This is an optimization exercise on Yosys and OpenROAD, whose aim is small area, not a production implementation.
RTL that was checked went through simulation tests only; none was proved equivalent to the original.
No functional check of the RTL was part of runs 1 and 2.
Power figures rest on the tool's default switching activity, not on a simulated workload.

==> design.v <==
`timescale 1ns/1ps
module row_mux (
	input  logic [20-1:0]               sel,
	input  logic [20*10-1:0]   d,
	output logic [10-1:0]               y
);
	always_comb begin
		y = '0;
		for (int q = 0; q < 20; q++) y |= sel[q] ? d[q*10 +: 10] : '0;
	end
endmodule
`timescale 1ns/1ps
module tetris_core (
	input  logic                    clk,
	input  logic                    reset,
	input  logic                    tick,
	input  logic                    start,
	input  logic                    left,
	input  logic                    right,
	input  logic                    rotate,
	input  logic                    down,
	input  logic [2:0]              next_kind,
	input  logic [5-1:0]       row_sel,
	output logic [10-1:0]  row_bits,
	output logic                    playing,
	output logic                    game_over,
	output logic [10-1:0]     lines,
	output logic [6-1:0]     level
);
	logic [10-1:0] ring [20];
	logic [4:0] ph;
	logic [4:0] ph_next;
	logic [10-1:0] cur_row;    
	logic [10-1:0] next_row;   
	logic [10-1:0] wr_row;
	logic [5:0] diff;
	logic [4:0] idx;
	logic [20-1:0] sel;
	logic [20*10-1:0] flat;
	assign cur_row = ring[0];
	assign next_row = ring[1];
	always_ff @(posedge clk) begin
		for (int q = 0; q < 20 - 1; q++) begin
			ring[q] <= ring[q + 1];
		end
		ring[20 - 1] <= wr_row;
	end
	assign ph_next = (ph == 5'd19) ? 5'd0 : ph + 1'b1;
	always_ff @(posedge clk) begin
		if (reset) ph <= '0;
		else ph <= ph_next;
	end
	assign diff = {1'b0, row_sel} - {1'b0, ph};
	assign idx = diff[5] ? diff[4:0] + 5'd20 : diff[4:0];
	always_comb begin
		for (int q = 0; q < 20; q++) begin
			sel[q] = (idx == q) && (row_sel < 20);
			flat[q*10 +: 10] = ring[q];
		end
	end
	row_mux u_mux (.sel(sel), .d(flat), .y(row_bits));
	logic [7:0] shp_nb;
	logic [3:0] shp_far;
	logic [3:0] shp_pcx;
	logic [4:0] shp_prow;     
	logic [13:0] shp_mask;    
	logic [17:0] shp_wide;
	logic dm2, dm1, dz, dp1, dp2;
	localparam logic [2:0] ST_IDLE  = 3'd0;
	localparam logic [2:0] ST_WIPE  = 3'd1;
	localparam logic [2:0] ST_READY = 3'd2;
	localparam logic [2:0] ST_TEST  = 3'd3;
	localparam logic [2:0] ST_LOCK  = 3'd4;
	logic [2:0] state;
	logic act;             
	logic run;             
	logic last;            
	logic [7:0] nb_q;
	logic [3:0] far_q;
	logic no_turn;         
	logic [4:0] rel_q;
	logic [3:0] pcx_q;
	logic rot_go;
	logic sh_go;
	logic sh_left;
	logic dn_go;
	logic sp_go;           
	logic acc;             
	logic [2:0] cnt;       
	logic first;           
	logic dly;             
	logic [10-1:0] hold;
	logic rotate_d;
	logic rot_latch;
	logic rot_edge;
	logic [3:0] grav;      
	logic grav_due;
	logic sat;             
	logic [10-1:0] pmask;
	logic [10-1:0] v;
	logic entry;
	logic off_rows;
	logic hit_side;
	logic hit_down;
	logic hit_now;
	logic hit_all;
	logic [4:0] rel_inc;
	logic [7:0] sp_nb;
	logic sp_i;
	assign rot_edge = rotate && !rotate_d;
	assign no_turn = nb_q[0] && nb_q[7] && nb_q[6];
	assign level = (sat || lines[8]) ? '1 : lines[7:2];
	assign grav_due = (level > 6'(8)) || (grav > 4'd8);
	assign shp_nb = rot_go ? {nb_q[5:0], nb_q[7:6]} : nb_q;
	assign shp_far = rot_go ? {far_q[2:0], far_q[3]} : far_q;
	assign shp_pcx = (rot_go || !sh_go) ? pcx_q : sh_left ? pcx_q - 1'b1 : pcx_q + 1'b1;
	assign dm2 = rel_q == 5'd18;
	assign dm1 = rel_q == 5'd19;
	assign dz  = rel_q == 5'd0;
	assign dp1 = rel_q == 5'd1;
	assign dp2 = rel_q == 5'd2;
	assign shp_prow[0] = dz & shp_far[2];
	assign shp_prow[1] = (dm1 & shp_nb[5]) | (dz & shp_nb[4]) | (dp1 & shp_nb[3]);
	assign shp_prow[2] = (dm2 & shp_far[3]) | (dm1 & shp_nb[6]) | dz | (dp1 & shp_nb[2]) | (dp2 & shp_far[1]);
	assign shp_prow[3] = (dm1 & shp_nb[7]) | (dz & shp_nb[0]) | (dp1 & shp_nb[1]);
	assign shp_prow[4] = dz & shp_far[0];
	assign shp_wide = {13'd0, shp_prow} << shp_pcx;
	assign shp_mask = shp_wide[15:2];
	assign pmask = shp_mask[11:2];
	assign run = (state == ST_WIPE || state == ST_TEST || state == ST_LOCK) && (act || ph == 5'd0);
	assign last = run && ph == 5'd19;
	assign v = cur_row | (first ? pmask : '0);
	assign entry = run && state == ST_LOCK && cnt != 3'd0 && ph == 5'd0;
	always_comb begin
		if ((run && state == ST_WIPE) || entry) wr_row = '0;
		else if (dly) wr_row = hold;
		else wr_row = v;
	end
	assign off_rows = (|shp_prow) && (
		(ph == 5'd19 && (rel_q == 5'd18 || rel_q == 5'd19)) || (ph == 5'd18 && rel_q == 5'd18) ||
		(ph == 5'd0 && (rel_q == 5'd1 || rel_q == 5'd2)) || (ph == 5'd1 && rel_q == 5'd2));
	assign hit_side = |(pmask & cur_row) || shp_mask[0] || shp_mask[1] || shp_mask[12] || shp_mask[13] || off_rows;
	assign hit_down = |(pmask & ((ph == 5'd19) ? {10{1'b1}} : next_row));
	assign hit_now = (rot_go || sh_go || sp_go) ? hit_side : hit_down;
	assign hit_all = acc || hit_now;
	always_comb begin
		case (next_kind)
			3'd1: sp_nb = 8'b0101_0001;
			3'd2: sp_nb = 8'b1100_0001;
			3'd3: sp_nb = 8'b1001_0001;
			3'd4: sp_nb = 8'b0011_0001;
			3'd5: sp_nb = 8'b1101_0000;
			3'd6: sp_nb = 8'b0110_0001;
			default:  sp_nb = 8'b0001_0001;
		endcase
	end
	assign sp_i = next_kind == 3'd7;
	assign rel_inc = (rel_q == 5'd19) ? 5'd0 : rel_q + 1'b1;
	always_ff @(posedge clk) begin
		hold <= v;
	end
	always_ff @(posedge clk) begin
		if (reset) begin
			state <= ST_WIPE;
			act <= 1'b0;
			rot_go <= 1'b0;
			sh_go <= 1'b0;
			dn_go <= 1'b0;
			sp_go <= 1'b0;
			dly <= 1'b0;
			first <= 1'b0;
			rotate_d <= 1'b0;
			rot_latch <= 1'b0;
			playing <= 1'b0;
			game_over <= 1'b0;
			lines <= '0;
			sat <= 1'b0;
		end else begin
			rotate_d <= rotate;
			if (rot_edge) rot_latch <= 1'b1;
			act <= run && !last;
			rel_q <= rel_inc;
			sat <= sat || lines[8];
			if (run) begin
				acc <= (ph != 5'd0 && acc) || hit_now;
			end
			case (state)
				ST_IDLE: begin
					if (start) begin
						rot_latch <= 1'b0;
						playing <= 1'b1;
						game_over <= 1'b0;
						lines <= '0;
						sat <= 1'b0;
						nb_q <= sp_nb;
						far_q <= sp_i ? 4'b0100 : 4'b0000;
						rel_q <= sp_i ? ph_next : ph;
						pcx_q <= sp_i ? 4'd7 : 4'd6;
						grav <= '0;
						state <= ST_WIPE;
					end
				end
				ST_WIPE: begin
					if (last) state <= playing ? ST_READY : ST_IDLE;
				end
				ST_READY: begin
					if (tick) begin
						rot_go <= (rot_latch || rot_edge) && !no_turn;
						rot_latch <= 1'b0;
						sh_go <= left ^ right;
						sh_left <= left;
						dn_go <= down || grav_due;
						grav <= (down || grav_due) ? level[3:0] : grav + 1'b1;
						state <= ST_TEST;
					end
				end
				ST_TEST: begin
					if (!rot_go && !sh_go && !dn_go && !sp_go) begin
						state <= ST_READY;
					end else if (run) begin
						if (!rot_go && !sh_go && !sp_go) begin
							cnt <= ((ph == 5'd0) ? 3'd0 : cnt) + {2'b0, &(cur_row | pmask)};
						end
						if (last) begin
							if (rot_go) begin
								rot_go <= 1'b0;
								if (!hit_all) begin
									nb_q <= shp_nb;
									far_q <= shp_far;
								end
							end else if (sh_go) begin
								sh_go <= 1'b0;
								if (!hit_all) pcx_q <= shp_pcx;
							end else if (sp_go) begin
								sp_go <= 1'b0;
								playing <= !hit_all;
								game_over <= hit_all;
								state <= hit_all ? ST_IDLE : ST_READY;
							end else begin
								dn_go <= 1'b0;
								if (!hit_all) begin
									rel_q <= rel_q;   
								end else begin
									first <= 1'b1;
									state <= ST_LOCK;
								end
							end
						end
					end
				end
				ST_LOCK: begin
					if (run) begin
						dly <= (entry || dly) && !(&v);
					end
					if (entry) begin
						lines <= lines + 1'b1;
					end
					if (last) begin
						first <= 1'b0;
						if (cnt > 3'd1) begin
							cnt <= cnt - 1'b1;
						end else begin
							nb_q <= sp_nb;
							far_q <= sp_i ? 4'b0100 : 4'b0000;
							rel_q <= sp_i ? ph_next : ph;
							pcx_q <= sp_i ? 4'd7 : 4'd6;
							grav <= level[3:0];
							if (first) begin
								sp_go <= 1'b1;
								state <= ST_TEST;
							end else begin
								state <= ST_READY;
							end
						end
					end
				end
				default: state <= ST_IDLE;
			endcase
		end
	end
endmodule
==> flow/run.sh <==
#!/bin/bash
# The standard layout (standard.sh) with two changes:
#  - each port gets the smallest buffer, buf_1, as its port buffer
#  - clock tree synthesis inserts no dummy loads
# The full output of the flow goes to standard.log in the work folder.
cd "$(dirname "$0")/.."
export BUFFER_PORTS_ARGS="-buffer_cell sky130_fd_sc_hd__buf_1"
export CTS_ARGS="-sink_clustering_enable -repair_clock_nets -sink_clustering_size 25 -sink_clustering_max_diameter 100 -buf_list sky130_fd_sc_hd__clkbuf_16 -dont_use_dummy_load"
bash standard.sh > standard.log 2>&1
==> standard.sh <==
#!/bin/bash
# synth_recipe.tcl (not shown) runs the flow's synth.tcl, then flattens the netlist and writes it again
# the make line also repeats each setting of config.mk as NAME=value (left out here)
make -C /OpenROAD-flow-scripts/flow DESIGN_CONFIG=/design/flow/config.mk WORK_HOME=/design/flow/orfs CLKGATE_MAP_FILE= SYNTH_SCRIPT=/design/flow/synth_recipe.tcl "${@:-finish}"
==> config.mk <==
export PLATFORM = sky130hd
export DESIGN_NAME = tetris_core
export DESIGN_NICKNAME = tetris_core
export VERILOG_FILES = /design/flow/design.v
export SDC_FILE = /design/flow/constraint.sdc
export NUM_CORES = 4
export LEC_CHECK = 0
export CAP_MARGIN = 20
export CORE_MARGIN = 2
export CORE_UTILIZATION = 60
export PLACE_DENSITY = 0.7
export SLEW_MARGIN = 20
export SYNTH_HIERARCHICAL = 1
==> constraint.sdc <==
create_clock -name core_clock -period 10.0 [get_ports {clk}]
set_input_delay 2.0000 -clock core_clock [delete_from_list [all_inputs] [get_ports {clk}]]
set_output_delay 2.0000 -clock core_clock [all_outputs]
set_load 0.01 [all_outputs]
==> results of run 1 <==
==> through the flow <==
stage | instance area (um^2) | utilization
6_report | 11400 | 0.656
3_3_place_gp | 11000 | 0.634
5_1_grt | 11400 | 0.656
2_1_floorplan | 10700 | -
4_1_cts | 11400 | 0.656
3_5_place_dp | 11000 | 0.634
==> cell usage after synthesis (all sizes together), types with 4 or more instances <==
cell	count	area, um^2
a221oi	43	377
nor2b	5	31.3
clkbuf	29	109
inv	36	135
dfxtp	240	4800
a21o	9	67.6
xor2	14	123
or3	13	81.3
buf	23	176
a22o	41	359
a21oi	56	284
o21ai	34	170
or2	5	36.3
edfxtp	30	901
xnor2	11	123
o22ai	5	31.3
ha	24	300
and3	15	93.8
nand3	25	135
a32oi	4	35.0
mux2i	25	250
a211oi	7	52.6
a31oi	9	71.3
nor3	42	210
o22a	4	36.3
nor4	4	25.0
nand2	49	184
nor2	90	338
a31o	4	35.0
nand2b	12	75.1
o32ai	4	53.8
nand4	19	125
o211ai	4	30.0
a22oi	27	208
==> final timing paths <==
| kind | startpoint | cells after the start | slack, ps | endpoint |
|---|---|---|---|---|
| worst min-delay path | ring[11][6] | 0 | 300 | ring[10][6] |
| worst max register to register | rot_go | 9 | 5070 | far_q[1] |
| worst min register to register | ring[11][6] | 0 | 300 | ring[10][6] |
| worst max-delay path | row_sel[1] | 14 | 2540 | row_bits[4] |
==> power groups by stage <==
stage          clock (W)  sequential [W]  combinational, W
2_1_floorplan          0         0.00113         0.0000861
3_3_place_gp           0         0.00113          0.000112
3_5_place_dp           0         0.00113          0.000114
4_1_cts         0.000602         0.00111          0.000114
5_1_grt         0.000640         0.00111          0.000127
6_report        0.000594         0.00111          0.000116
==> metal layers <==
| metal | up-vias | global-route usage | part of all wire |
|---|---|---|---|
| li1 | 3847 | - | - |
| met1 | 3819 | 0.403 | 0.46 |
| met2 | 298 | 0.453 | 0.45 |
| met3 | 41 | 0.0394 | 0.071 |
| met4 | 0 | 0.0693 | 0.022 |
| met5 | - | 0 | 0 |
==> final cells by class <==
| cell class | count | area (um^2) | share of cell area |
|---|---|---|---|
| clock buffer | 15 | 375 | 0.0330 |
| tap | 225 | 282 | 0.0247 |
| sequential | 270 | 5710 | 0.501 |
| inverter | 36 | 135 | 0.0119 |
| timing repair buffer | 64 | 319 | 0.0280 |
| multi-input combinational | 662 | 4570 | 0.401 |
==> sequential cells by signal (all words and copies together), names as in the netlist, 3 cells and up <==
register,flops
ph,5
grav,4
state,3
ring,200
rel_q,5
pcx_q,4
nb_q,8
hold,10
lines,10
far_q,4
cnt,3
==> cell families after synthesis <==
logic type               after synthesis  synth area share
AND/OR/NAND/NOR                      300             0.144
AO/OA/AOI/OAI                        283             0.199
flip-flops                           270             0.535
buffers and inverters                 88            0.0394
multiplexers                          28            0.0277
adder cells (fa/ha/maj)               26            0.0319
XOR/XNOR                              25            0.0230
==> critical path: cells and delay by family <==
| kind | cells | cell delay (ps) |
|---|---|---|
| adders and majority gates | 2 | 560 |
| xor gates and xnor gates | 1 | 180 |
| AOI/OAI and AO/OA | 4 | 740 |
| muxes | 1 | 280 |
| and+or+nand+nor | 4 | 1430 |
| buffers and inverters | 2 | 270 |
==> placed cells by master, fill, tap and decap left out, drive strengths merged, types with 19 or more instances in the layout <==
cell / instances
a22oi: 27
buf: 64
a21oi: 56
a22o: 41
mux2i: 25
a221oi: 43
edfxtp: 30
inv: 36
ha: 24
nand3: 25
o21ai: 34
nand2: 49
nor3: 42
dfxtp: 240
nor2: 90
nand4: 19
==> Yosys stat by module (local to each module, per instance) <==
module	flops+latches	cell area (um^2)	cells	copies in the design
tetris_core	270	9550	880	1
row_mux	0	1120	140	1
==> metrics.cfg, run 1 <==
[clock_tree]
cts_root_buf = clkbuf_16
ctsHoldBuffers = 0
clk_latency_ps = 500
h-tree-depth = 1
cts-resized-gates = 0
clkTransAtPathRegs_ps = 90
cts_tree = done
postCtsSetupBuffers = 0
cts_buffer_depth = 3
cts_buffers = 15
clkSinkCount = 270

[power]
clock_power_share = 0.327
ir_drop_uv = 131
combPwrFrac = 0.064
powerDensity_nw_per_um2 = 160
p_sw_frac = 0.226
p_int_w = 0.00141
switchingPower_w = 0.000411
report.power.total_w = 0.00182
static-leakage-power_nw = 4.23
pwr-share-seq = 0.610

[placement]
hpwl_mm = 18.5
place_ws_ps = 2570
dp.cells = 1257
gp_congestion = 0.973
place.port_buffers = 43

[timing]
tns_ps = 0
timing.slew.headroom = 0.257
period_minus_slack_ps = 7460
setup_viol = 0
min_period_over_period = 0.746
skew_ps = 52.9
whs_ps = 298
hold_viol = 0
drv_slew = 0
fmax_mhz = 134
worst_pin_slew_ps = 1110
setup_ws_ps = 2540
rsz0062_at_grt = no

[layout]
drive_gt1_frac = 0.0678
antenna_cells = 0
area_growth_syn_to_layout_pct = 6.70
finalNonFillerCells = 1272
fin_nets = 1091
nFillCells = 1444

[critical_path]
path_cells = buf_1 -> ha_1 -> a21o_1 -> a21oi_1 -> xnor2_1 -> ha_1 -> mux2i_1 -> nand4_1 -> nor2_1 -> a22o_1 -> a221oi_1 -> and3_1 -> nand4_1 -> buf_1
cp.arrival_ps = 5460
worstSetupEndpointType = primary output
slowest_stage = nor2_1
crit_fanout = 10
cpPeakStageDelay_ps = 900
crit_type = input port to primary output
worstSetupStartpointType = input port
required_ps = 8000

[logic_synthesis]
ys.flop_type = dfxtp_1
synth_nets = 1062
ys_ff_latch = 270
syn_area_um2 = 10700
synth-edff-count = 30
seq_area_frac_synth = 0.535
avgSynthCellArea_um2 = 10.5
async_flop_share = 0
ys_types = 83
syn_inst = 1020
ys_warn_count = 9

[die]
num_rows = 48
start_util = 0.615
io-pin-count = 44
die_area_um2 = 18900
die_w_um = 137
die_h_um = 137
core_um2 = 17400

[global_routing]
grt_pass1_wl_mm = 40.9
antenna_found_initial = 0
grt_overflow = 0
grt_pass1_vias = 7563
grt_max_degree = 30
grt_usage = 0.282

[routing]
vias = 8005
first_iter_violations = 684
postRouteAntennaNets = 0
drc = 0
wl_mm = 26.3
routed_via_density = 6.29
drtPass1Iterations = 5
routedWlPerCell_um = 20.7

[worst_hold_path]
hold_class = flip-flop to flip-flop

[run]
max-cap-violations = 0

[run_status]
status = timing/DRC/antenna clean

==> run 2: changes to the inputs <==
--- a/design.v
+++ b/design.v
@@ -80,6 +80,9 @@
 	logic no_turn;         
 	logic [4:0] rel_q;
 	logic [3:0] pcx_q;
+	logic [7:0] nb_cw, nb_ccw;
+	logic [3:0] far_cw, far_ccw;
+	logic rot_req;
 	logic rot_go;
 	logic sh_go;
 	logic sh_left;
@@ -109,11 +112,16 @@
 	logic sp_i;
 	assign rot_edge = rotate && !rotate_d;
 	assign no_turn = nb_q[0] && nb_q[7] && nb_q[6];
+	assign rot_req = (rot_latch || rot_edge) && !no_turn;
 	assign level = (sat || lines[8]) ? '1 : lines[7:2];
 	assign grav_due = (level > 6'(8)) || (grav > 4'd8);
-	assign shp_nb = rot_go ? {nb_q[5:0], nb_q[7:6]} : nb_q;
-	assign shp_far = rot_go ? {far_q[2:0], far_q[3]} : far_q;
-	assign shp_pcx = (rot_go || !sh_go) ? pcx_q : sh_left ? pcx_q - 1'b1 : pcx_q + 1'b1;
+	assign shp_nb = nb_q;
+	assign shp_far = far_q;
+	assign shp_pcx = pcx_q;
+	assign nb_cw = {nb_q[5:0], nb_q[7:6]};
+	assign far_cw = {far_q[2:0], far_q[3]};
+	assign nb_ccw = {nb_q[1:0], nb_q[7:2]};
+	assign far_ccw = {far_q[0], far_q[3:1]};
 	assign dm2 = rel_q == 5'd18;
 	assign dm1 = rel_q == 5'd19;
 	assign dz  = rel_q == 5'd0;
@@ -205,7 +213,13 @@
 				end
 				ST_READY: begin
 					if (tick) begin
-						rot_go <= (rot_latch || rot_edge) && !no_turn;
+						rot_go <= rot_req;
+						if (rot_req) begin
+							nb_q <= nb_cw;
+							far_q <= far_cw;
+						end else if (left ^ right) begin
+							pcx_q <= left ? pcx_q - 1'b1 : pcx_q + 1'b1;
+						end
 						rot_latch <= 1'b0;
 						sh_go <= left ^ right;
 						sh_left <= left;
@@ -224,13 +238,14 @@
 						if (last) begin
 							if (rot_go) begin
 								rot_go <= 1'b0;
-								if (!hit_all) begin
-									nb_q <= shp_nb;
-									far_q <= shp_far;
+								if (hit_all) begin
+									nb_q <= nb_ccw;
+									far_q <= far_ccw;
 								end
+								if (sh_go) pcx_q <= sh_left ? pcx_q - 1'b1 : pcx_q + 1'b1;
 							end else if (sh_go) begin
 								sh_go <= 1'b0;
-								if (!hit_all) pcx_q <= shp_pcx;
+								if (hit_all) pcx_q <= sh_left ? pcx_q + 1'b1 : pcx_q - 1'b1;
 							end else if (sp_go) begin
 								sp_go <= 1'b0;
 								playing <= !hit_all;
==> metrics.cfg, run 2 <==
[logic_synthesis]
ys_types = 71  ; -14%
seq_area_frac_synth = 0.540  ; +0.00564
ys.flop_type = dfxtp_1
syn_area_um2 = 10600  ; -1.0%
avgSynthCellArea_um2 = 10.2  ; -2.4%
synthTopCellsByCount = dfxtp_1 (240), nor2_1 (85), a21oi_1 (58), nand2_1 (55), a221oi_1 (46)
yosys.area.top_type = dfxtp_1
synth_most_common_cell = dfxtp_1
synth_top_area_share = 0.455  ; +0.00475
ys_warn_count = 9  ; unchanged
synth_nets = 1075  ; +1.2%
async_flop_share = 0  ; unchanged
ys_ff_latch = 270  ; unchanged
ys_top_cells_by_area = dfxtp_1 (46%), edfxtp_1 (8.5%), a221oi_1 (3.8%)
syn_inst = 1034  ; +1.4%
synth-edff-count = 30  ; unchanged

[placement]
gp_congestion = 0.917  ; -5.8%
hpwl_mm = 18.6  ; +0.34%
place.port_buffers = 43  ; unchanged
place_ws_ps = 2330  ; -239 ps

[clock_tree]
ctsHoldBuffers = 0  ; unchanged
cts_buffers = 14  ; -1
clkTransAtPathRegs_ps = 90  ; about the same
h-tree-depth = 1  ; unchanged
cts-resized-gates = 0  ; unchanged
clk_latency_ps = 490  ; about the same
postCtsSetupBuffers = 0  ; unchanged
cts_root_buf = clkbuf_16
cts_buffer_depth = 3  ; unchanged
clkSinkCount = 270  ; unchanged
cts_tree = done

[run]
max-cap-violations = 0  ; unchanged

[timing]
skew_ps = 25.0  ; -28.0 ps
setup_viol = 0  ; unchanged
hold_viol = 0  ; unchanged
period_minus_slack_ps = 7770  ; +311 ps
rsz0062_at_grt = no
setup_ws_ps = 2230  ; -311 ps
drv_slew = 0  ; unchanged
tns_ps = 0  ; unchanged
worst_pin_slew_ps = 1240  ; +126 ps
timing.slew.headroom = 0.173  ; -0.0843
min_period_over_period = 0.777  ; +0.0311
fmax_mhz = 129  ; -4.0%

[layout]
regMostFlops = ring
antenna_cells = 0  ; unchanged
largestRegisters = ring (200), hold (10), lines (10)
largest_reg_flops = 200  ; unchanged
fin_nets = 1100  ; +0.82%
mostFrequentLayoutCell = dfxtp_1
mostFrequentLayoutCells = dfxtp_1 (240), nor2_1 (84), a21oi_1 (58)
drive_gt1_frac = 0.0482  ; -0.0196
nFillCells = 1415  ; -2.0%
area_growth_syn_to_layout_pct = 6.46

[routing]
drtPass1Iterations = 5  ; unchanged
met1_length_mm = 12.3  ; +1.8%
vias = 8269  ; +3.3%
drc = 0  ; unchanged
postRouteAntennaNets = 0  ; unchanged
maxUsedRoutingLayer = met4
routed_via_density = 6.45  ; +2.5%
routedWlPerCell_um = 21.4  ; +3.7%
dr_wl_met2_mm = 12.1  ; +3.1%
first_iter_violations = 885  ; +29%
wl_met3_mm = 2.53  ; +35%
wl_mm = 27.5  ; +4.5%

[critical_path]
worstSetupStartpointType = input port
crit_fanout = 8  ; -2
cp.arrival_ps = 5770  ; +310 ps
crit_type = input port to primary output
required_ps = 8000  ; about the same
worstSetupEndpointType = primary output

[die]
die_area_um2 = 18700  ; -1.0%
io-pin-count = 44  ; unchanged
core_um2 = 17200  ; -0.69%
die_h_um = 137  ; -0.51%
die_w_um = 137  ; -0.51%
num_rows = 48  ; unchanged
start_util = 0.613  ; -0.00218

[global_routing]
grt_pass1_vias = 7895  ; +4.4%
grt_max_degree = 39  ; +30%
grt_pass1_wl_mm = 43.0  ; +5.1%
grt_overflow = 0  ; unchanged
grt_usage = 0.296  ; +0.0147
antenna_found_initial = 0  ; unchanged

[power]
static-leakage-power_nw = 4.26  ; +0.71%
powerDensity_nw_per_um2 = 194  ; +22%
ir_drop_uv = 212  ; +61%

[run_status]
status = timing/DRC/antenna clean

[worst_hold_path]
hold_class = flip-flop to flip-flop

run 2: cell types whose count changed in the layout (fill, tap and decap cells not counted), moves of 6 or more:
| cell | delta |
|---|---|
| o21ai_0 | +8 |
| o31ai_1 | +6 |
| nand2b_1 | +9 |
| and2_1 | +6 |
| nand3_1 | -7 |
| nor2_1 | -6 |
| nand2_1 | +6 |
run 2: layer usage:
metal	vias up	global-route usage
li1	3870	-
met1	3987	0.428
met2	369	0.453
met3	43	0.0648
met4	0	0.0729
met5	-	0
run 2: worst paths after layout:
kind	slack [ps]	end	cells past startpoint	start
setup / recovery	2230	row_bits[0]	17	row_sel[0]
hold / removal	350	ring[11][1]	0	ring[12][1]
setup reg to reg	5150	cnt[2]	15	rel_q[0]
hold reg to reg	350	ring[11][1]	0	ring[12][1]
run 2: critical path: stages:
cell and delay (ps):
buf_1 70, inv_1 60, ha_1 150, inv_1 60
fa_1 400, xor2_1 260, ha_1 200, nor2_1 60
xnor2_1 310, nand2_1 260, nor3_1 950, buf_4 330
a22o_1 150, a221oi_1 40, and3_1 200, nand4_1 90
buf_1 160
run 2: per-stage QoR:
step | power, W | hold WS [ps] | util | area [um^2] | std cells
2_1_floorplan | 0.00152 | 331 | - | 10600 | 1034
3_3_place_gp | 0.00161 | 335 | 0.632 | 10900 | 1268
3_5_place_dp | 0.00162 | 337 | 0.632 | 10900 | 1268
4_1_cts | 0.00218 | 351 | 0.652 | 11200 | 1282
5_1_grt | 0.00227 | 358 | 0.652 | 11200 | 1282
6_report | 0.00218 | 348 | 0.652 | 11200 | 1282
run 2: modules after synthesis, one instance, submodules excluded:
module,copies in the design,cells inside
row_mux,1,140
tetris_core,1,894
run 2: cell families after synthesis:
| family | synth area share |
|---|---|
| xor+xnor | 0.0207 |
| flops | 0.540 |
| buf+inv | 0.0422 |
| mux | 0.0241 |
| compound gates | 0.198 |
| fa+ha+maj | 0.0303 |
| simple gates | 0.144 |
run 2: report_power, final:
part / total, W / switching [W] / internal (W)
clock network: 0.000576 / 0.000323 / 0.000252
logic: 0.000362 / 0.000229 / 0.000132
registers: 0.00124 / 0.0000760 / 0.00117
total: 0.00218 / 0.000629 / 0.00155
run 2: final cells by class:
| class | count | area (um^2) | share of cell area |
|---|---|---|---|
| Inverter | 40 | 150 | 0.0134 |
| Multi-Input combinational cell | 666 | 4410 | 0.392 |
| Tap cell | 225 | 282 | 0.0250 |
| Timing Repair Buffer | 67 | 342 | 0.0304 |
| Clock buffer | 14 | 350 | 0.0312 |
| Sequential cell | 270 | 5710 | 0.508 |
==> run 3: changes to the inputs <==
--- a/design.v
+++ b/design.v
@@ -64,7 +64,6 @@
 	logic [3:0] shp_pcx;
 	logic [4:0] shp_prow;     
 	logic [13:0] shp_mask;    
-	logic [17:0] shp_wide;
 	logic dm2, dm1, dz, dp1, dp2;
 	localparam logic [2:0] ST_IDLE  = 3'd0;
 	localparam logic [2:0] ST_WIPE  = 3'd1;
@@ -132,8 +131,14 @@
 	assign shp_prow[2] = (dm2 & shp_far[3]) | (dm1 & shp_nb[6]) | dz | (dp1 & shp_nb[2]) | (dp2 & shp_far[1]);
 	assign shp_prow[3] = (dm1 & shp_nb[7]) | (dz & shp_nb[0]) | (dp1 & shp_nb[1]);
 	assign shp_prow[4] = dz & shp_far[0];
-	assign shp_wide = {13'd0, shp_prow} << shp_pcx;
-	assign shp_mask = shp_wide[15:2];
+	logic [15:0] pc_oh;
+	always_comb begin
+		for (int j = 0; j < 16; j++) pc_oh[j] = shp_pcx == 4'(j);
+		for (int c = 0; c < 14; c++) begin
+			shp_mask[c] = 1'b0;
+			for (int k = 0; k < 5; k++) if (c + 2 - k >= 0 && c + 2 - k < 16) shp_mask[c] |= shp_prow[k] & pc_oh[c + 2 - k];
+		end
+	end
 	assign pmask = shp_mask[11:2];
 	assign run = (state == ST_WIPE || state == ST_TEST || state == ST_LOCK) && (act || ph == 5'd0);
 	assign last = run && ph == 5'd19;
==> metrics.cfg, run 3 <==
[run_status]
status = timing/DRC/antenna clean

[global_routing]
grt_max_degree = 29  ; -26%
grt_pass1_wl_mm = 40.0  ; -7.0%
antenna_found_initial = 0  ; unchanged
grt_usage = 0.277  ; -0.0194
grt_pass1_vias = 7460  ; -5.5%
grt_overflow = 0  ; unchanged

[timing]
drv_slew = 0  ; unchanged
period_minus_slack_ps = 7800  ; +29.9 ps
rsz0062_at_grt = no
tns_ps = 0  ; unchanged
setup_viol = 0  ; unchanged
worst_pin_slew_ps = 1190  ; -50.9 ps
skew_ps = 20.3  ; -4.72 ps
hold_viol = 0  ; unchanged
min_period_over_period = 0.780  ; +0.00299
timing.slew.headroom = 0.207  ; +0.0341
fmax_mhz = 128  ; -0.38%

[logic_synthesis]
synthTopCellsByCount = dfxtp_1 (240), nor2_1 (82), nand2_1 (57), a22o_1 (52)
synth_most_common_cell = dfxtp_1
yosys.area_share.adder = 0.0344  ; +0.00402
ys_ff_latch = 270  ; unchanged
yosys.area.top_type = dfxtp_1
synth_compound_area_frac = 0.208  ; +0.0102
avgSynthCellArea_um2 = 10.5  ; +2.7%
ys_warn_count = 9  ; unchanged
synth-edff-count = 30  ; unchanged
synth_xor_area_frac = 0.0160  ; -0.00476
synthMuxAreaShare = 0.0209  ; -0.00315
ys_types = 70  ; -1.4%
ys_top_cells_by_area = dfxtp_1 (46%), edfxtp_1 (8.7%), a22o_1 (4.4%)
synth-simple-area-share = 0.133  ; -0.0107
ys.flop_type = dfxtp_1
syn_inst = 993  ; -4.0%
async_flop_share = 0  ; unchanged
syn_area_um2 = 10400  ; -1.4%
seq_area_frac_synth = 0.548  ; +0.00747
synth_nets = 1037  ; -3.5%
synth_top_area_share = 0.461  ; +0.00629
synth_top_family_by_area = compound AO/OA/AOI/OAI gates

[critical_path]
r2r_start = rel_q[0]
crit_fanout = 10  ; +2
ff2ff_path_depth = 10  ; -5
critPathBufInv = 2  ; -3
critical-path-top-delay-family = simple AND/OR/NAND/NOR gates
crit_type = input port to primary output
required_ps = 8000  ; about the same
r2r_setup_slack_ps = 5510  ; +360 ps
path_cells = buf_1 -> ha_1 -> a21o_1 -> a21oi_1 -> xnor2_1 -> ha_1 -> mux2i_1 -> nand2_1 -> or3b_2 -> nor2_1 -> a22o_1 -> a221oi_1 -> and3_1 -> nand4_1 -> buf_1
worstSetupStartpointType = input port
rr_endpoint = rel_q[0]
worstSetupEndpointType = primary output
cp.arrival_ps = 5800  ; +30 ps
slowest_stage = nor2_1
cpPeakStageDelay_ps = 840  ; -110 ps
cp-startpoint = row_sel[1]

[placement]
hpwl_mm = 17.5  ; -5.6%
place.port_buffers = 43  ; unchanged
dp.cells = 1224  ; -3.5%
post_dp_cell_area_um2 = 10700  ; -1.5%
gp_congestion = 0.930  ; +1.4%

[clock_tree]
clk_latency_ps = 480  ; about the same
postCtsSetupBuffers = 0  ; unchanged
clkTransAtPathRegs_ps = 90  ; about the same
clkSinkCount = 270  ; unchanged
cts-resized-gates = 0  ; unchanged
cts_buffer_depth = 3  ; unchanged
cts_tree = done
cts_buffers = 14  ; unchanged
ctsHoldBuffers = 0  ; unchanged
h-tree-depth = 1  ; unchanged
cts_root_buf = clkbuf_16

[power]
ir_drop_uv = 170  ; -20%
powerDensity_nw_per_um2 = 162  ; -17%
report.power.total_w = 0.00179  ; -18%
static-leakage-power_nw = 4.14  ; -2.8%

[routing]
drtPass1Iterations = 6  ; +1
postRouteAntennaNets = 0  ; unchanged
drc = 0  ; unchanged
routed_via_density = 6.38  ; -1.0%
vias = 7902  ; -4.4%
routedWlPerCell_um = 20.4  ; -4.8%
first_iter_violations = 676  ; -24%
wl_mm = 25.2  ; -8.1%

[layout]
antenna_cells = 0  ; unchanged
mostFrequentLayoutCell = dfxtp_1
mostFrequentLayoutCells = dfxtp_1 (240), nor2_1 (79), nand2_1 (57)
final_cell_area_um2 = 11100  ; -1.4%
largest_reg_flops = 200  ; unchanged
area_growth_syn_to_layout_pct = 6.37  ; about the same
finalNonFillerCells = 1238  ; -3.4%
drive_gt1_frac = 0.0533  ; +0.00506
fin_util = 0.647  ; -0.00493
largestRegisters = ring (200), hold (10), lines (10)
regMostFlops = ring
fin_nets = 1059  ; -3.7%

[die]
die_h_um = 136  ; -0.66%
die_w_um = 136  ; -0.66%
core_um2 = 17100  ; -0.70%
io-pin-count = 44  ; unchanged
start_util = 0.608  ; -0.00411
die_area_um2 = 18400  ; -1.3%
num_rows = 48  ; unchanged

[worst_hold_path]
min_from = ring[7][9]
hold_class = flip-flop to flip-flop
min_delay_path_depth = 0  ; unchanged
worstHoldEndpoint = ring[6][9]

[run]
max-cap-violations = 0  ; unchanged

run 3: final cells by class:
class,instances,area (um^2)
Fill cell,1442,6040
Sequential cell,270,5710
Multi-Input combinational cell,636,4320
Clock buffer,14,350
Timing Repair Buffer,62,304
Tap cell,225,282
Inverter,31,116
run 3: worst max path at each step:
stage                              to  cells after the start
final                     row_bits[9]                     15
after global routing      row_bits[9]                     15
after CTS                 row_bits[9]                     15
after detailed placement  row_bits[9]                     15
after global placement    row_bits[9]                     15
after floorplan           row_bits[0]                     14
run 3: metal layers:
| metal | global-route usage | part of all wire |
|---|---|---|
| met5 | 0 | 0 |
| met4 | 0.0654 | 0.021 |
| met3 | 0.0385 | 0.083 |
| met2 | 0.434 | 0.44 |
| met1 | 0.409 | 0.46 |
run 3: logic make-up after synthesis:
| group | after synthesis |
|---|---|
| multiplexers | 21 |
| AND/OR/NAND/NOR | 278 |
| AO/OA/AOI/OAI | 290 |
| adder cells (fa/ha/maj) | 28 |
| buffers and inverters | 87 |
| XOR/XNOR | 19 |
| flip-flops | 270 |
run 3: worst reg2reg max path: cells and delay by family (launching register included):
kind | cells | cell delay, ps
adder cells (fa/ha/maj) | 1 | 330
AND/OR/NAND/NOR | 3 | 1270
AO/OA/AOI/OAI | 6 | 2070
flip-flops | 1 | 470
run 3: stage by stage:
step / hold WS [ps] / setup slack, ps
after global routing: 356 / 1900
after detailed placement: 337 / 2170
after CTS: 353 / 2250
after global placement: 334 / 2350
after floorplan: 331 / 3180
final: 349 / 2200
run 3: where the power goes:
group          internal [W]  switching [W]
Sequential          0.00110     0.00000937
Combinational     0.0000380      0.0000793
Clock              0.000252       0.000316
run 3: modules after synthesis (local to each module, per instance):
module,copies in the design,flops+latches,cell area (um^2),cells
tetris_core,1,270,9300,853
row_mux,1,0,1120,140
==> run 4: changes to the inputs <==
==> flow/run.sh (replaced) <==
#!/bin/bash
# The standard layout (standard.sh) with two changes:
#  - each port gets the smallest buffer, buf_1, as its port buffer
#  - clock tree synthesis inserts no dummy loads
# The full output of the flow goes to standard.log in the work folder.
cd "$(dirname "$0")/.."
export BUFFER_PORTS_ARGS="-buffer_cell sky130_fd_sc_hd__buf_1"
export CTS_ARGS="-sink_clustering_enable -repair_clock_nets -sink_clustering_size 20 -sink_clustering_max_diameter 60 -buf_list sky130_fd_sc_hd__clkbuf_8 -dont_use_dummy_load"
bash standard.sh > standard.log 2>&1
==> metrics.cfg, run 4 <==
[logic_synthesis]
yosys.area.top_type = dfxtp_1
synth_nets = 1037  ; unchanged
synth-edff-count = 30  ; unchanged
syn_inst = 993  ; unchanged
synth_most_common_cell = dfxtp_1
async_flop_share = 0  ; unchanged
seq_area_frac_synth = 0.548  ; unchanged
ys_warn_count = 9  ; unchanged
ys.flop_type = dfxtp_1
syn_area_um2 = 10400  ; unchanged
ys_top_cells_by_area = dfxtp_1 (46%), edfxtp_1 (8.7%), a22o_1 (4.4%)
synthTopCellsByCount = dfxtp_1 (240), nor2_1 (82), nand2_1 (57), a22o_1 (52)
synth_top_area_share = 0.461  ; unchanged
ys_types = 70  ; unchanged
avgSynthCellArea_um2 = 10.5  ; unchanged
ys_ff_latch = 270  ; unchanged

[timing]
worst_pin_slew_ps = 1190  ; +3.30 ps
period_minus_slack_ps = 7810  ; +17.0 ps
skew_ps = 59.9  ; +39.6 ps
setup_viol = 0  ; unchanged
timing.slew.headroom = 0.205  ; -0.00221
rsz0062_at_grt = no
min_period_over_period = 0.781  ; +0.00170
hold_viol = 0  ; unchanged
fmax_mhz = 128  ; -0.22%
tns_ps = 0  ; unchanged
drv_slew = 0  ; unchanged

[clock_tree]
cts_tree = done
cts-resized-gates = 0  ; unchanged
h-tree-depth = 1  ; unchanged
cts_buffers = 19  ; +5
cts_buffer_depth = 3  ; unchanged
postCtsSetupBuffers = 0  ; unchanged
ctsHoldBuffers = 0  ; unchanged
clk_latency_ps = 540  ; +60 ps
clkTransAtPathRegs_ps = 110  ; +20 ps
cts_root_buf = clkbuf_8
clkSinkCount = 270  ; unchanged

[critical_path]
required_ps = 8000  ; about the same
worstSetupStartpointType = input port
r2r_start = rel_q[0]
crit_fanout = 10  ; unchanged
r2r_setup_slack_ps = 5490  ; -20 ps
cp.arrival_ps = 5810  ; about the same
rr_endpoint = rel_q[4]
crit_type = input port to primary output
worstSetupEndpointType = primary output
ff2ff_path_depth = 10  ; unchanged

[worst_hold_path]
min_delay_path_depth = 0  ; unchanged
worstHoldEndpoint = ring[18][8]
min_from = ring[19][8]
hold_class = flip-flop to flip-flop

[routing]
wl_mm = 25.3  ; +0.36%
postRouteAntennaNets = 0  ; unchanged
routedWlPerCell_um = 20.4  ; -0.12%
drtPass1Iterations = 6  ; unchanged
first_iter_violations = 572  ; -15%
routed_via_density = 6.35  ; -0.55%
vias = 7897  ; -0.063%
drc = 0  ; unchanged

[layout]
mostFrequentLayoutCells = dfxtp_1 (240), nor2_1 (79), nand2_1 (57)
mostFrequentLayoutCell = dfxtp_1
drive_gt1_frac = 0.0589  ; +0.00557
antenna_cells = 0  ; unchanged
area_growth_syn_to_layout_pct = 5.59
largestRegisters = ring (200), hold (10), lines (10)
final_cell_area_um2 = 11000  ; -0.73%
fin_nets = 1065  ; +0.57%
regMostFlops = ring
largest_reg_flops = 200  ; unchanged
finalNonFillerCells = 1244  ; +0.48%

[placement]
gp_congestion = 0.930  ; unchanged
dp.cells = 1224  ; unchanged
place.port_buffers = 43  ; unchanged
hpwl_mm = 17.5  ; unchanged
post_dp_cell_area_um2 = 10700  ; unchanged

[global_routing]
grt_overflow = 0  ; unchanged
grt_usage = 0.278  ; +0.000940
grt.busiest_layer = met2
grtUsageMet3 = 0.0397  ; +0.00112
antenna_found_initial = 0  ; unchanged
grt_pass1_vias = 7485  ; +0.34%
grtUsageMet2 = 0.433  ; about the same
grt_max_degree = 29  ; unchanged
met1_usage = 0.407  ; -0.00179
grt_pass1_wl_mm = 40.1  ; +0.17%

[run]
max-cap-violations = 0  ; unchanged

[power]
ir_drop_uv = 120  ; -29%
clock_power_share = 0.284  ; -0.033
p_int_w = 0.00131  ; -5.7%
switchingPower_w = 0.000402  ; -0.47%
static-leakage-power_nw = 4.11  ; -0.74%
pwr-share-seq = 0.648  ; +0.030
p_sw_frac = 0.235  ; +0.00961
combPwrFrac = 0.069  ; +0.004
powerDensity_nw_per_um2 = 156  ; -3.8%

[die]
core_um2 = 17100  ; unchanged
die_w_um = 136  ; unchanged
io-pin-count = 44  ; unchanged
num_rows = 48  ; unchanged
start_util = 0.608  ; unchanged
die_h_um = 136  ; unchanged
die_area_um2 = 18400  ; unchanged

[run_status]
status = timing/DRC/antenna clean

[run 4: cell counts after synthesis]
Identical to the previous run, type by type.
[run 4: power by group through the flow]
stage / clock [W] / sequential [W] / combinational (W)
2_1_floorplan: 0 / 0.00113 / 0.0000873
3_3_place_gp: 0 / 0.00113 / 0.000113
3_5_place_dp: 0 / 0.00113 / 0.000114
4_1_cts: 0.000497 / 0.00111 / 0.000115
5_1_grt: 0.000533 / 0.00111 / 0.000130
6_report: 0.000486 / 0.00111 / 0.000118
[run 4: cells by family (layout without fill, tap and decap cells)]
family,Yosys count,in the layout,synth area share
fa+ha+maj,28,28,0.0344
flops,270,270,0.548
compound gates,290,290,0.208
buf+inv,87,113,0.0392
xor+xnor,19,19,0.0160
simple gates,278,278,0.133
mux,21,21,0.0209
[run 4: Yosys stat by module, one instance, submodules excluded]
| module | flops+latches | times used | area, um^2 |
|---|---|---|---|
| row_mux | 0 | 1 | 1120 |
| tetris_core | 270 | 1 | 9300 |
[run 4: area by class of cell]
| type | instances | area [um^2] |
|---|---|---|
| multi-input cells | 636 | 4320 |
| repair buffers | 63 | 312 |
| inverters | 31 | 116 |
| clock buffers | 19 | 262 |
| well taps | 225 | 282 |
| flip-flops and latches | 270 | 5710 |
| fillers | 1442 | 6120 |
[run 4: layer usage]
metal	up-vias	part of all wire	routed length, um
met5	-	0	0
met4	0	0.023	573
met3	49	0.080	2020
met2	327	0.43	11000
met1	3768	0.46	11700
li1	3753	-	-
[run 4: worst max-delay path, stage by stage]
cell and delay (ps):
buf_1 110, ha_1 300, a21o_1 170, a21oi_1 210, xnor2_1 180, ha_1 270
mux2i_1 230, nand2_1 160, or3b_2 530, nor2_1 860, a22o_1 260, a221oi_1 60
and3_1 220, nand4_1 100, buf_1 160
[run 4: how the worst max path moves through the flow]
stage                     from           to  slack [ps]  cells past startpoint
finish              row_sel[1]  row_bits[9]        2190                     15
global route        row_sel[1]  row_bits[9]        1910                     15
CTS                 row_sel[1]  row_bits[9]        2250                     15
detailed placement  row_sel[1]  row_bits[9]        2170                     15
global placement    row_sel[1]  row_bits[9]        2350                     15
floorplan           row_sel[0]  row_bits[0]        3180                     14
[run 4: stage by stage]
step / utilization / total power (W) / setup slack [ps] / hold WS, ps
6_report: 0.642 / 0.00171 / 2190 / 303
2_1_floorplan: - / 0.00121 / 3180 / 331
4_1_cts: 0.642 / 0.00172 / 2250 / 301
5_1_grt: 0.642 / 0.00177 / 1910 / 299
3_5_place_dp: 0.627 / 0.00125 / 2170 / 337
3_3_place_gp: 0.626 / 0.00125 / 2350 / 334
==> run 5: changes to the inputs <==
==> flow/run.sh (replaced) <==
#!/bin/bash
# The standard layout (standard.sh) with two changes:
#  - each port gets the smallest buffer, buf_1, as its port buffer
#  - clock tree synthesis inserts no dummy loads
# The full output of the flow goes to standard.log in the work folder.
cd "$(dirname "$0")/.."
export BUFFER_PORTS_ARGS="-buffer_cell sky130_fd_sc_hd__buf_1"
export CTS_ARGS="-sink_clustering_enable -repair_clock_nets -sink_clustering_size 16 -sink_clustering_max_diameter 80 -buf_list sky130_fd_sc_hd__clkbuf_8 -dont_use_dummy_load"
bash standard.sh > standard.log 2>&1
--- a/config.mk
+++ b/config.mk
@@ -5,9 +5,9 @@
 export SDC_FILE = /design/flow/constraint.sdc
 export NUM_CORES = 4
 export LEC_CHECK = 0
-export CAP_MARGIN = 20
+export CAP_MARGIN = 0
 export CORE_MARGIN = 2
 export CORE_UTILIZATION = 60
 export PLACE_DENSITY = 0.7
-export SLEW_MARGIN = 20
+export SLEW_MARGIN = 0
 export SYNTH_HIERARCHICAL = 1
==> metrics.cfg, run 5 <==
[worst_hold_path]
min_from = ring[19][7]
hold_class = flip-flop to flip-flop
min_delay_path_depth = 0  ; unchanged
worstHoldEndpoint = ring[18][7]

[critical_path]
worstSetupEndpointType = primary output
r2r_start = rel_q[0]
cp.arrival_ps = 5800  ; about the same
slowest_stage = nor2_1
required_ps = 8000  ; about the same
path_cells = buf_1 -> ha_1 -> a21o_1 -> a21oi_1 -> xnor2_1 -> ha_1 -> mux2i_1 -> nand2_1 -> or3b_2 -> nor2_1 -> a22o_1 -> a221oi_1 -> and3_1 -> nand4_1 -> buf_1
cpPeakStageDelay_ps = 820  ; -40 ps
worstSetupStartpointType = input port
critPathBufInv = 2  ; unchanged
critical-path-top-delay-family = simple AND/OR/NAND/NOR gates
rr_endpoint = rel_q[0]
crit_type = input port to primary output
ff2ff_path_depth = 10  ; unchanged
crit_fanout = 10  ; unchanged
r2r_setup_slack_ps = 5540  ; +50 ps

[routing]
postRouteAntennaNets = 0  ; unchanged
routedWlPerCell_um = 20.4  ; +0.11%
routed_via_density = 6.36  ; +0.13%
wl_mm = 25.4  ; +0.11%
drtPass1Iterations = 5  ; -1
vias = 7907  ; +0.13%
drc = 0  ; unchanged
first_iter_violations = 614  ; +7.3%

[clock_tree]
cts_buffers = 20  ; +1
cts_tree = done
ctsHoldBuffers = 0  ; unchanged
cts-resized-gates = 0  ; unchanged
clkSinkCount = 270  ; unchanged
clk_latency_ps = 540  ; about the same
clkTransAtPathRegs_ps = 100  ; about the same
postCtsSetupBuffers = 0  ; unchanged
cts_root_buf = clkbuf_8
h-tree-depth = 1  ; unchanged
cts_buffer_depth = 3  ; unchanged

[die]
start_util = 0.608  ; unchanged
die_area_um2 = 18400  ; unchanged
die_h_um = 136  ; unchanged
num_rows = 48  ; unchanged
io-pin-count = 44  ; unchanged
core_um2 = 17100  ; unchanged
die_w_um = 136  ; unchanged

[layout]
largest_reg_flops = 200  ; unchanged
area_growth_syn_to_layout_pct = 5.57  ; about the same
mostFrequentLayoutCells = dfxtp_1 (240), nor2_1 (82), nand2_1 (57)
largestRegisters = ring (200), hold (10), lines (10)
drive_gt1_frac = 0.0559  ; -0.00294
antenna_cells = 0  ; unchanged
mostFrequentLayoutCell = dfxtp_1
fin_nets = 1065  ; unchanged
regMostFlops = ring

[timing]
hold_viol = 0  ; unchanged
rsz0062_at_grt = no
worst_pin_slew_ps = 1300  ; +110 ps
setup_viol = 0  ; unchanged
min_period_over_period = 0.780  ; -0.00171
whs_ps = 333  ; +30.2 ps
skew_ps = 27.1  ; -32.8 ps
tns_ps = 0  ; unchanged
timing.slew.headroom = 0.131  ; -0.0735
fmax_mhz = 128  ; +0.22%
drv_slew = 0  ; unchanged
period_minus_slack_ps = 7800  ; -17.1 ps

[logic_synthesis]
ys_types = 70  ; unchanged
ys_warn_count = 9  ; unchanged
synthTopCellsByCount = dfxtp_1 (240), nor2_1 (82), nand2_1 (57), a22o_1 (52)
seq_area_frac_synth = 0.548  ; unchanged
synth_nets = 1037  ; unchanged
ys_ff_latch = 270  ; unchanged
ys_top_cells_by_area = dfxtp_1 (46%), edfxtp_1 (8.7%), a22o_1 (4.4%)
synth_most_common_cell = dfxtp_1
synth_top_area_share = 0.461  ; unchanged
async_flop_share = 0  ; unchanged
ys.flop_type = dfxtp_1
syn_inst = 993  ; unchanged
syn_area_um2 = 10400  ; unchanged
synth-edff-count = 30  ; unchanged
yosys.area.top_type = dfxtp_1
avgSynthCellArea_um2 = 10.5  ; unchanged

[global_routing]
antenna_found_initial = 0  ; unchanged
grt_pass1_vias = 7522  ; +0.49%
grt_usage = 0.278  ; +0.000468
grt_max_degree = 29  ; unchanged
grt_pass1_wl_mm = 40.2  ; +0.15%
grt_overflow = 0  ; unchanged

[run_status]
status = timing/DRC/antenna clean

[power]
powerDensity_nw_per_um2 = 157  ; +0.81%
static-leakage-power_nw = 4.11  ; about the same
report.power.total_w = 0.00173  ; +0.80%
ir_drop_uv = 126  ; +4.9%

[placement]
place.port_buffers = 43  ; unchanged
gp_congestion = 0.930  ; unchanged
hpwl_mm = 17.6  ; +0.16%

[run]
max-cap-violations = 0  ; unchanged

-- run 5: cell counts after synthesis --
Identical to the previous run, type by type.
-- run 5: cells by family after synthesis --
kind of cell	Yosys count	share of synthesized area
AO/OA/AOI/OAI	290	0.208
XOR/XNOR	19	0.0160
adder cells (fa/ha/maj)	28	0.0344
buffers and inverters	87	0.0392
flip-flops	270	0.548
multiplexers	21	0.0209
AND/OR/NAND/NOR	278	0.133
-- run 5: per-layer routing --
layer / global-route usage / up-vias / wire (um)
met5: 0 / - / 0
met4: 0.0712 / 0 / 500
met3: 0.0546 / 43 / 2220
met2: 0.431 / 334 / 11100
met1: 0.402 / 3781 / 11600
li1: - / 3749 / -
-- run 5: how the worst max path moves through the flow --
stage                          start     endpoint  slack (ps)  cells past startpoint
after floorplan           row_sel[0]  row_bits[0]        3180                     14
after global placement    row_sel[1]  row_bits[9]        2350                     15
after global routing      row_sel[1]  row_bits[4]        1930                     15
after detailed placement  row_sel[1]  row_bits[9]        2170                     15
final                     row_sel[1]  row_bits[9]        2200                     15
after CTS                 row_sel[1]  row_bits[9]        2150                     15
-- run 5: final cells by class --
cell class                      count  area [um^2]
Multi-Input combinational cell    636         4310
Inverter                           31          116
Clock buffer                       20          275
Timing Repair Buffer               62          304
Sequential cell                   270         5710
Fill cell                        1425         6120
Tap cell                          225          282
-- run 5: per-module statistics from Yosys (local to each module, per instance) --
module,flip-flops and latches,times used
row_mux,0,1
tetris_core,270,1
-- run 5: where the power goes --
part           leakage [nW]  switching (W)  internal, W  total (W)
clock                 0.144       0.000320     0.000180   0.000501
sequential             2.22     0.00000934      0.00110    0.00111
combinational          1.75      0.0000787    0.0000379   0.000117
total                  4.11       0.000408      0.00132    0.00173
-- run 5: through the flow --
stage	cells	worst slack [ps]	utilization	area (um^2)
after floorplan	993	3180	-	10400
after global placement	1224	2350	0.626	10700
after detailed placement	1224	2170	0.626	10700
after CTS	1244	2150	0.642	11000
after global routing	1244	1930	0.642	11000
final	1244	2200	0.642	11000
==> run 6: changes to the inputs <==
--- a/config.mk
+++ b/config.mk
@@ -5,9 +5,9 @@
 export SDC_FILE = /design/flow/constraint.sdc
 export NUM_CORES = 4
 export LEC_CHECK = 0
-export CAP_MARGIN = 0
+export CAP_MARGIN = 20
 export CORE_MARGIN = 2
 export CORE_UTILIZATION = 60
-export PLACE_DENSITY = 0.7
-export SLEW_MARGIN = 0
+export PLACE_DENSITY = 0.9
+export SLEW_MARGIN = 20
 export SYNTH_HIERARCHICAL = 1
==> metrics.cfg, run 6 <==
[layout]
regMostFlops = ring
final_cell_area_um2 = 11000  ; +0.11%
largest_reg_flops = 200  ; unchanged
mostFrequentLayoutCells = dfxtp_1 (240), nor2_1 (80), nand2_1 (57)
antenna_cells = 0  ; unchanged
drive_gt1_frac = 0.0588  ; +0.00289
largestRegisters = ring (200), hold (10), lines (10)
fin_nets = 1066  ; +0.094%
mostFrequentLayoutCell = dfxtp_1
area_growth_syn_to_layout_pct = 5.69

[worst_hold_path]
min_from = ring[6][3]
worstHoldEndpoint = ring[5][3]
min_delay_path_depth = 0  ; unchanged
hold_class = flip-flop to flip-flop

[run]
max-cap-violations = 0  ; unchanged

[routing]
routed_via_density = 6.55  ; +3.0%
wl_mm = 25.8  ; +1.9%
vias = 8152  ; +3.1%
postRouteAntennaNets = 0  ; unchanged
drc = 0  ; unchanged
drtPass1Iterations = 6  ; +1
first_iter_violations = 691  ; +13%
routedWlPerCell_um = 20.7  ; +1.8%

[logic_synthesis]
synth_most_common_cell = dfxtp_1
ys.flop_type = dfxtp_1
seq_area_frac_synth = 0.548  ; unchanged
avgSynthCellArea_um2 = 10.5  ; unchanged
ys_types = 70  ; unchanged
yosys.area.top_type = dfxtp_1
synthTopCellsByCount = dfxtp_1 (240), nor2_1 (82), nand2_1 (57), a22o_1 (52)
ys_top_cells_by_area = dfxtp_1 (46%), edfxtp_1 (8.7%), a22o_1 (4.4%)
syn_area_um2 = 10400  ; unchanged
synth_top_area_share = 0.461  ; unchanged
ys_warn_count = 9  ; unchanged
ys_ff_latch = 270  ; unchanged
syn_inst = 993  ; unchanged
synth-edff-count = 30  ; unchanged
synth_nets = 1037  ; unchanged
async_flop_share = 0  ; unchanged

[die]
die_h_um = 136  ; unchanged
start_util = 0.608  ; unchanged
die_area_um2 = 18400  ; unchanged
core_um2 = 17100  ; unchanged
io-pin-count = 44  ; unchanged
num_rows = 48  ; unchanged
die_w_um = 136  ; unchanged

[timing]
fmax_mhz = 129  ; +0.22%
setup_viol = 0  ; unchanged
rsz0062_at_grt = no
skew_ps = 36.1  ; +9.04 ps
hold_viol = 0  ; unchanged
min_period_over_period = 0.778  ; -0.00169
timing.slew.headroom = 0.188  ; +0.0571
period_minus_slack_ps = 7780  ; -16.9 ps
tns_ps = 0  ; unchanged
setup_ws_ps = 2220  ; +16.9 ps
drv_slew = 0  ; unchanged
worst_pin_slew_ps = 1210  ; -85.4 ps

[clock_tree]
clk_latency_ps = 530  ; about the same
cts_buffer_depth = 3  ; unchanged
cts_buffers = 20  ; unchanged
h-tree-depth = 1  ; unchanged
ctsHoldBuffers = 0  ; unchanged
cts_root_buf = clkbuf_8
cts-resized-gates = 0  ; unchanged
clkSinkCount = 270  ; unchanged
clkTransAtPathRegs_ps = 100  ; about the same
postCtsSetupBuffers = 0  ; unchanged
cts_tree = done

[critical_path]
worstSetupEndpointType = primary output
slowest_stage = nor3_2
rr_endpoint = rel_q[2]
ff2ff_path_depth = 10  ; unchanged
required_ps = 8000  ; about the same
crit_fanout = 10  ; unchanged
cpPeakStageDelay_ps = 850  ; +30 ps
r2r_start = rel_q[0]
path_cells = buf_1 -> inv_1 -> ha_1 -> inv_1 -> fa_1 -> xor2_1 -> ha_1 -> mux2i_1 -> nand2_1 -> or3b_2 -> nor3_2 -> a22o_1 -> a221oi_1 -> and3_1 -> nand4_1 -> buf_1
crit_type = input port to primary output
worstSetupStartpointType = input port
cp.arrival_ps = 5780  ; -20 ps
r2r_setup_slack_ps = 5580  ; +40 ps

[global_routing]
grt_pass1_vias = 7821  ; +4.0%
grt_max_degree = 29  ; unchanged
grt_pass1_wl_mm = 40.8  ; +1.6%
grt_usage = 0.280  ; +0.00150
grt_overflow = 0  ; unchanged
antenna_found_initial = 0  ; unchanged

[placement]
place_ws_ps = 2280  ; +108 ps
hpwl_mm = 17.5  ; -0.37%
post_dp_cell_area_um2 = 10700  ; about the same
place.port_buffers = 43  ; unchanged
gp_congestion = 0.994  ; +6.9%

[power]
static-leakage-power_nw = 4.12  ; +0.14%
report.power.total_w = 0.00172  ; -0.14%
ir_drop_uv = 102  ; -19%
powerDensity_nw_per_um2 = 157  ; -0.26%

[run_status]
status = timing/DRC/antenna clean

-- run 6: cell counts after synthesis --
Identical to the previous run, type by type.
-- run 6: cells by family after synthesis --
logic type,count (synthesis),synth area share
flops,270,0.548
xor+xnor,19,0.0160
compound gates,290,0.208
simple gates,278,0.133
fa+ha+maj,28,0.0344
mux,21,0.0209
buf+inv,87,0.0392
-- run 6: worst max path at each step --
stage	cells past startpoint	startpoint	to
2_1_floorplan	14	row_sel[0]	row_bits[0]
4_1_cts	15	row_sel[1]	row_bits[3]
5_1_grt	14	row_sel[1]	row_bits[8]
3_3_place_gp	16	row_sel[0]	row_bits[4]
6_report	16	row_sel[0]	row_bits[6]
3_5_place_dp	15	row_sel[1]	row_bits[7]
-- run 6: layer usage --
| layer | share of wire | up-vias | track usage |
|---|---|---|---|
| met2 | 0.46 | 445 | 0.445 |
| met4 | 0.027 | 0 | 0.0839 |
| met1 | 0.41 | 3886 | 0.380 |
| met3 | 0.10 | 74 | 0.0700 |
| li1 | - | 3747 | - |
| met5 | 0 | - | 0 |
-- run 6: worst max-delay path: cells and delay by family --
family | cells | cell delay (ps)
multiplexers | 1 | 220
AO/OA/AOI/OAI | 2 | 290
XOR/XNOR | 1 | 250
adder cells (fa/ha/maj) | 3 | 800
buffers and inverters | 4 | 340
AND/OR/NAND/NOR | 5 | 1890
-- run 6: metrics by stage --
step                      cells   util  hold slack, ps
after CTS                  1243  0.642             328
after floorplan             993      -             331
final                      1245  0.643             326
after detailed placement   1223  0.626             338
after global placement     1223  0.626             334
after global routing       1245  0.643             332
-- run 6: power by group --
group | internal [W] | total (W) | switching (W) | leakage [nW]
registers | 0.00110 | 0.00111 | 0.00000920 | 2.22
logic | 0.0000389 | 0.000121 | 0.0000817 | 1.76
clock network | 0.000180 | 0.000495 | 0.000314 | 0.144
-- run 6: layout make-up --
| type | count | area, um^2 |
|---|---|---|
| timing repair buffer | 63 | 312 |
| tap | 225 | 282 |
| fill | 1320 | 6110 |
| sequential | 270 | 5710 |
| clock buffer | 20 | 275 |
| inverter | 31 | 116 |
| multi-input combinational | 636 | 4320 |
-- run 6: Yosys stat by module (local to each module, per instance) --
module	copies in the design	cell area (um^2)	cells
tetris_core	1	9300	853
row_mux	1	1120	140
==> run 7: changes to the inputs <==
--- a/config.mk
+++ b/config.mk
@@ -8,6 +8,6 @@
 export CAP_MARGIN = 20
 export CORE_MARGIN = 2
 export CORE_UTILIZATION = 60
-export PLACE_DENSITY = 0.9
+export PLACE_DENSITY = 0.7
 export SLEW_MARGIN = 20
 export SYNTH_HIERARCHICAL = 1
==> metrics.cfg, run 7 <==
[timing]
worst_pin_slew_ps = 1250  ; +36.9 ps
period_minus_slack_ps = 7820  ; +42.7 ps
drv_slew = 0  ; unchanged
min_period_over_period = 0.782  ; +0.00427
hold_viol = 0  ; unchanged
skew_ps = 25.7  ; -10.4 ps
fmax_mhz = 128  ; -0.55%
rsz0062_at_grt = no
setup_viol = 0  ; unchanged
timing.slew.headroom = 0.164  ; -0.0247
tns_ps = 0  ; unchanged

[clock_tree]
cts_tree = done
h-tree-depth = 1  ; unchanged
clk_latency_ps = 540  ; about the same
cts-resized-gates = 0  ; unchanged
cts_buffers = 20  ; unchanged
cts_root_buf = clkbuf_8
clkTransAtPathRegs_ps = 100  ; about the same
clkSinkCount = 270  ; unchanged
ctsHoldBuffers = 0  ; unchanged
postCtsSetupBuffers = 0  ; unchanged
cts_buffer_depth = 3  ; unchanged

[layout]
area_growth_syn_to_layout_pct = 5.72  ; about the same
drive_gt1_frac = 0.0598  ; +0.000980
largestRegisters = ring (200), hold (10), lines (10)
fin_nets = 1066  ; unchanged
mostFrequentLayoutCell = dfxtp_1
fin_util = 0.643  ; about the same
regMostFlops = ring
largest_reg_flops = 200  ; unchanged
mostFrequentLayoutCells = dfxtp_1 (240), nor2_1 (79), nand2_1 (57)
antenna_cells = 0  ; unchanged

[logic_synthesis]
avgSynthCellArea_um2 = 10.5  ; unchanged
synth_top_area_share = 0.461  ; unchanged
synth-simple-area-share = 0.133  ; unchanged
synth_xor_area_frac = 0.0160  ; unchanged
yosys.area.top_type = dfxtp_1
syn_inst = 993  ; unchanged
yosys.area_share.adder = 0.0344  ; unchanged
synth_most_common_cell = dfxtp_1
synth_nets = 1037  ; unchanged
synth_top_family_by_area = compound AO/OA/AOI/OAI gates
synthMuxAreaShare = 0.0209  ; unchanged
synthTopCellsByCount = dfxtp_1 (240), nor2_1 (82), nand2_1 (57), a22o_1 (52)
syn_area_um2 = 10400  ; unchanged
ys.flop_type = dfxtp_1
synth-edff-count = 30  ; unchanged
ys_top_cells_by_area = dfxtp_1 (46%), edfxtp_1 (8.7%), a22o_1 (4.4%)
seq_area_frac_synth = 0.548  ; unchanged
ys_ff_latch = 270  ; unchanged
ys_types = 70  ; unchanged
async_flop_share = 0  ; unchanged
ys_warn_count = 9  ; unchanged
synth_compound_area_frac = 0.208  ; unchanged

[power]
combPwrFrac = 0.068  ; -0.002
static-leakage-power_nw = 4.12  ; about the same
p_sw_frac = 0.237  ; +0.00156
p_int_w = 0.00132  ; about the same
pwr-share-seq = 0.642  ; about the same
ir_drop_uv = 107  ; +4.9%
clock_power_share = 0.289  ; +0.002
switchingPower_w = 0.000408  ; +0.82%
powerDensity_nw_per_um2 = 157  ; +0.13%

[routing]
vias = 7897  ; -3.1%
drtPass1Iterations = 5  ; -1
routedWlPerCell_um = 20.4  ; -1.6%
postRouteAntennaNets = 0  ; unchanged
drc = 0  ; unchanged
first_iter_violations = 601  ; -13%
wl_mm = 25.4  ; -1.6%
routed_via_density = 6.34  ; -3.1%

[die]
core_um2 = 17100  ; unchanged
num_rows = 48  ; unchanged
start_util = 0.608  ; unchanged
die_area_um2 = 18400  ; unchanged
io-pin-count = 44  ; unchanged
die_w_um = 136  ; unchanged
die_h_um = 136  ; unchanged

[critical_path]
crit_type = input port to primary output
critical-path-top-delay-family = simple AND/OR/NAND/NOR gates
r2r_setup_slack_ps = 5520  ; -60 ps
critPathBufInv = 2  ; -2
slowest_stage = nor2_1
required_ps = 8000  ; about the same
worstSetupEndpointType = primary output
path_cells = buf_1 -> ha_1 -> a21o_1 -> a21oi_1 -> xnor2_1 -> ha_1 -> mux2i_1 -> nand2_1 -> or3b_2 -> nor2_1 -> a22o_1 -> a221oi_1 -> and3_1 -> nand4_1 -> buf_1
cp.arrival_ps = 5820  ; +40 ps
cpPeakStageDelay_ps = 850  ; about the same
worstSetupStartpointType = input port
crit_fanout = 10  ; unchanged

[global_routing]
grt_pass1_wl_mm = 40.4  ; -0.90%
grt_usage = 0.280  ; about the same
grt_overflow = 0  ; unchanged
antenna_found_initial = 0  ; unchanged
grt_pass1_vias = 7531  ; -3.7%
grt_max_degree = 29  ; unchanged

[run]
max-cap-violations = 0  ; unchanged

[placement]
hpwl_mm = 17.5  ; +0.21%
place.port_buffers = 43  ; unchanged
gp_congestion = 0.930  ; -6.4%

[run_status]
status = timing/DRC/antenna clean

[worst_hold_path]
hold_class = flip-flop to flip-flop

==> run 7: worst paths after layout <==
path,end,cells after the start,from
setup / recovery,row_bits[9],15,row_sel[1]
hold / removal,ring[1][2],0,ring[2][2]
setup reg to reg,rel_q[2],10,rel_q[0]
hold reg to reg,ring[1][2],0,ring[2][2]
==> run 7: stage by stage <==
stage	setup WS [ps]	hold WS, ps	power, W	cells	instance area (um^2)
after floorplan	3180	331	0.00121	993	10400
after global placement	2350	334	0.00125	1224	10700
after detailed placement	2170	337	0.00125	1224	10700
after CTS	2250	347	0.00173	1244	11000
after global routing	1900	333	0.00179	1245	11000
final	2180	335	0.00173	1245	11000
==> run 7: layer usage <==
metal,up-vias,wire length [um],track usage
li1,3751,-,-
met2,325,11000,0.435
met1,3767,11600,0.405
met4,0,593,0.0747
met5,-,0,0
met3,54,2170,0.0501
==> run 7: cell families (layout without fill, tap and decap cells) <==
logic type	after synthesis	after routing
flip-flops	270	270
buffers and inverters	87	114
AO/OA/AOI/OAI	290	290
multiplexers	21	21
adder cells (fa/ha/maj)	28	28
XOR/XNOR	19	19
AND/OR/NAND/NOR	278	278
==> run 7: modules after synthesis (local to each module, per instance) <==
module | copies in the design | flip-flops and latches
row_mux | 1 | 0
tetris_core | 1 | 270
==> run 7: area by class of cell <==
type,instances,area (um^2)
fillers,1448,6110
flip-flops and latches,270,5710
clock buffers,20,275
repair buffers,63,312
well taps,225,282
multi-input cells,636,4320
inverters,31,116
==> run 7: power by group through the flow <==
stage / sequential (W) / clock, W / combinational, W
after floorplan: 0.00113 / 0 / 0.0000873
after global placement: 0.00113 / 0 / 0.000113
after detailed placement: 0.00113 / 0 / 0.000114
after CTS: 0.00111 / 0.000508 / 0.000115
after global routing: 0.00111 / 0.000549 / 0.000130
final: 0.00111 / 0.000500 / 0.000118

[separate check: timing with driven ports]
How much do the figures lean on ideal ports? The routed layouts below were timed once more, with nothing changed but the port constraints. Step 1 (the two cells are an assumption about what drives the block):
set clk [get_ports {clk}]
set_driving_cell -lib_cell sky130_fd_sc_hd__clkbuf_16 $clk
set_driving_cell -lib_cell sky130_fd_sc_hd__buf_2 [delete_from_list [all_inputs] $clk]
Step 2 also shifts input and output timing later by t, the mid clock arrival at the registers, as if the neighbouring blocks saw the same clock. Slacks: ideal ports / drivers / drivers and shift; pairs: ideal ports / drivers.
run	shift t [ns]	setup slack, ns	hold WS [ns]	worst setup path at the end	worst register clock-pin slew, ns
run 1	0.522	2.545 / 2.526 / 2.526	0.298 / 0.298 / 0.298	input to output	0.10 / 0.10
run 2	0.518	2.233 / 2.214 / 2.214	0.348 / 0.348 / 0.348	input to output	0.11 / 0.11
run 3	0.517	2.203 / 2.180 / 2.180	0.349 / 0.349 / 0.349	input to output	0.11 / 0.11
run 4	0.554	2.186 / 2.163 / 2.163	0.303 / 0.303 / 0.303	input to output	0.11 / 0.11
run 5	0.565	2.204 / 2.180 / 2.180	0.333 / 0.333 / 0.333	input to output	0.11 / 0.11
run 6	0.552	2.220 / 2.200 / 2.200	0.326 / 0.326 / 0.326	input to output	0.11 / 0.11
run 7	0.568	2.178 / 2.155 / 2.155	0.335 / 0.335 / 0.335	input to output	0.10 / 0.10
After both steps setup and hold are still met in every run listed. For run 5, which loses most, drivers alone change the setup slack by -0.024 ns; drivers and shift together by -0.024 ns.
